What follows belongs to an exercise in optimizing a design on an open flow for small area; a production flow would make more cautious choices.
Only simulation tests tie the RTL to the original design; equivalence was not proved.

==> flow/design.v <==
module victim_writeback_buffer #(
  parameter int DEPTH   = 4,
  parameter int ADDR_W  = 50,
  parameter int BLOCK_W = 512
) (
  input  logic                     clk,
  input  logic                     reset,
  input  logic                     evict_valid,
  input  logic [ADDR_W-1:0]        evict_addr,
  input  logic [BLOCK_W-1:0]       evict_block,
  output logic                     evict_ready,
  output logic                     mem_valid,
  output logic [ADDR_W-1:0]        mem_addr,
  output logic [BLOCK_W-1:0]       mem_block,
  input  logic                     mem_ready,
  input  logic                     snoop_en,
  input  logic [ADDR_W-1:0]        snoop_addr,
  output logic                     snoop_hit,
  output logic [BLOCK_W-1:0]       snoop_block,
  output logic [$clog2(DEPTH):0]   count,
  output logic                     full,
  output logic                     empty
);
  localparam int PTR_W = $clog2(DEPTH);
  localparam int CNT_W = PTR_W + 1;
  logic [ADDR_W-1:0]  addr_q  [DEPTH];
  logic [BLOCK_W-1:0] block_q [DEPTH];
  logic [DEPTH-1:0]   valid_q;             
  logic [PTR_W-1:0]   ord_q   [DEPTH];     
  logic [CNT_W-1:0]   count_q;
  logic [DEPTH-1:0]   ssel_q;              
  logic [DEPTH-1:0]   head_q;              
  logic               push_en, pop_en, coalesce, alloc;
  logic [DEPTH-1:0]   evict_match, snoop_match, head_oh, free_oh;
  logic [PTR_W-1:0]   match_idx, free_idx;
  logic [PTR_W-1:0]   ord_m [DEPTH];
  logic [PTR_W-1:0]   ord_n [DEPTH];
  logic [CNT_W-1:0]   app_pos;
  assign full    = (count_q == CNT_W'(DEPTH));
  assign empty   = (count_q == '0);
  assign pop_en  = !empty && mem_ready;
  assign push_en = evict_valid && !full;
  assign alloc   = push_en && !coalesce;
  assign head_oh = head_q;
  assign evict_ready = !full;
  assign mem_valid   = !empty;
  assign count       = count_q;
  assign snoop_hit   = |ssel_q;
  always_comb begin
    mem_addr    = '0;
    mem_block   = '0;
    snoop_block = '0;
    for (int i = 0; i < DEPTH; i++) begin
      if (head_oh[i]) begin
        mem_addr  = mem_addr  | addr_q[i];
        mem_block = mem_block | block_q[i];
      end
      if (ssel_q[i]) snoop_block = snoop_block | block_q[i];
    end
  end
  always_comb begin
    coalesce  = 1'b0;
    match_idx = '0;
    free_idx  = '0;
    free_oh   = '0;
    for (int i = DEPTH - 1; i >= 0; i--) begin
      evict_match[i] = push_en && valid_q[i] && (addr_q[i] == evict_addr) &&
                       !(pop_en && head_oh[i]);
      snoop_match[i] = valid_q[i] && (addr_q[i] == snoop_addr);
      if (evict_match[i]) begin
        coalesce  = 1'b1;
        match_idx = PTR_W'(i);
      end
      if (!valid_q[i]) free_idx = PTR_W'(i);
    end
    for (int i = 0; i < DEPTH; i++) free_oh[i] = (free_idx == PTR_W'(i));
  end
  always_comb begin
    app_pos = count_q - CNT_W'(pop_en);
    for (int j = 0; j < DEPTH; j++)
      ord_m[j] = (coalesce && ord_q[j] == match_idx) ? free_idx : ord_q[j];
    for (int j = 0; j < DEPTH; j++) begin
      if (pop_en && j < DEPTH - 1) ord_n[j] = ord_m[j+1];
      else                         ord_n[j] = ord_m[j];
      if (alloc && app_pos == CNT_W'(j)) ord_n[j] = free_idx;
    end
  end
  always_ff @(posedge clk) begin
    for (int i = 0; i < DEPTH; i++) begin
      if (!valid_q[i]) begin
        addr_q[i]  <= evict_addr;
        block_q[i] <= evict_block;
      end
    end
  end
  always_ff @(posedge clk) begin
    for (int j = 0; j < DEPTH; j++) ord_q[j] <= ord_n[j];
    for (int i = 0; i < DEPTH; i++) head_q[i] <= (ord_n[0] == PTR_W'(i));
  end
  always_ff @(posedge clk) begin
    if (reset) begin
      valid_q <= '0;
      count_q <= '0;
      ssel_q  <= '0;
    end else begin
      ssel_q <= snoop_en ? snoop_match : '0;
      for (int i = 0; i < DEPTH; i++) begin
        if ((pop_en && head_oh[i]) || (coalesce && match_idx == PTR_W'(i)))
          valid_q[i] <= 1'b0;
        if (push_en && free_oh[i])
          valid_q[i] <= 1'b1;
      end
      if (alloc && !pop_en)      count_q <= count_q + CNT_W'(1);
      else if (!alloc && pop_en) count_q <= count_q - CNT_W'(1);
    end
  end
endmodule
export LEC_CHECK = 0
export CAP_MARGIN = 20
export CORE_MARGIN = 2
export CORE_UTILIZATION = 65
export SLEW_MARGIN = 20
create_clock -name core_clock -period 5.0 [get_ports {clk}]
standard.sh (not shown) runs the stock make flow with config.mk's settings and CLKGATE_MAP_FILE= SYNTH_SCRIPT=/design/flow/synth_recipe.tcl, a recipe that flattens the netlist after the stock synthesis.
==> flow/flow/run.sh <==
#!/bin/bash
# Standard ORFS layout with two changes: port buffers use the smallest buffer
# cell, the clock tree uses clkbuf_8 sink clusters without dummy loads, and
# pins may sit on adjacent routing tracks so a denser die still fits them.
set -euo pipefail
bash standard.sh \
  "BUFFER_PORTS_ARGS=-buffer_cell sky130_fd_sc_hd__buf_1" \
  "CTS_ARGS=-sink_clustering_enable -repair_clock_nets -dont_use_dummy_load -buf_list {sky130_fd_sc_hd__clkbuf_4 sky130_fd_sc_hd__clkbuf_8} -sink_clustering_size 30 -sink_clustering_max_diameter 80" \
  "PLACE_PINS_ARGS=-min_distance 1 -min_distance_in_tracks" \
  finish > flow_make.log 2>&1
The baseline ended with an error in global routing (GRT-0116).
==> next run, changes <==
==> flow/flow/run.sh (replaced) <==
#!/bin/bash
# Standard ORFS layout with two changes: port buffers use the smallest buffer
# cell, and the clock tree uses clkbuf_8 sink clusters without dummy loads.
set -euo pipefail
bash standard.sh \
  "BUFFER_PORTS_ARGS=-buffer_cell sky130_fd_sc_hd__buf_1" \
  "CTS_ARGS=-sink_clustering_enable -repair_clock_nets -dont_use_dummy_load -buf_list sky130_fd_sc_hd__clkbuf_8 -sink_clustering_size 16 -sink_clustering_max_diameter 50" \
  finish > flow_make.log 2>&1
CORE_UTILIZATION = 40   (was 65)
What happened: The changed run ran to the end with no violations. Area after synthesis does not change. Synthesized cell count is unchanged.

==> what the ideal ports hide <==
How much do the figures lean on ideal ports? The routed layout below was timed once more, with nothing changed but the port constraints.
Step 1: set_driving_cell puts a clkbuf_16 on clk and a buf_2 on each other input, an assumption about the parent block.
Step 2 also shifts input and output timing later by t, the mid clock arrival at the registers, as if the neighbouring blocks saw the same clock.
Slacks: no drivers / after step 1 / after step 2; pairs: no drivers / after step 1.
run: the second run
t (ns): 1.055
setup slack, ns: 0.573 / 0.471 / 0.352
worst setup path at the end: input to register
latest minus earliest clock arrival (ns): 0.234 / 0.234
worst register clock-pin slew, ns: 0.10 / 0.10
After both steps the second run still meets setup and hold. The setup slack of the second run moves by -0.102 ns with the drivers and by -0.221 ns with both steps.
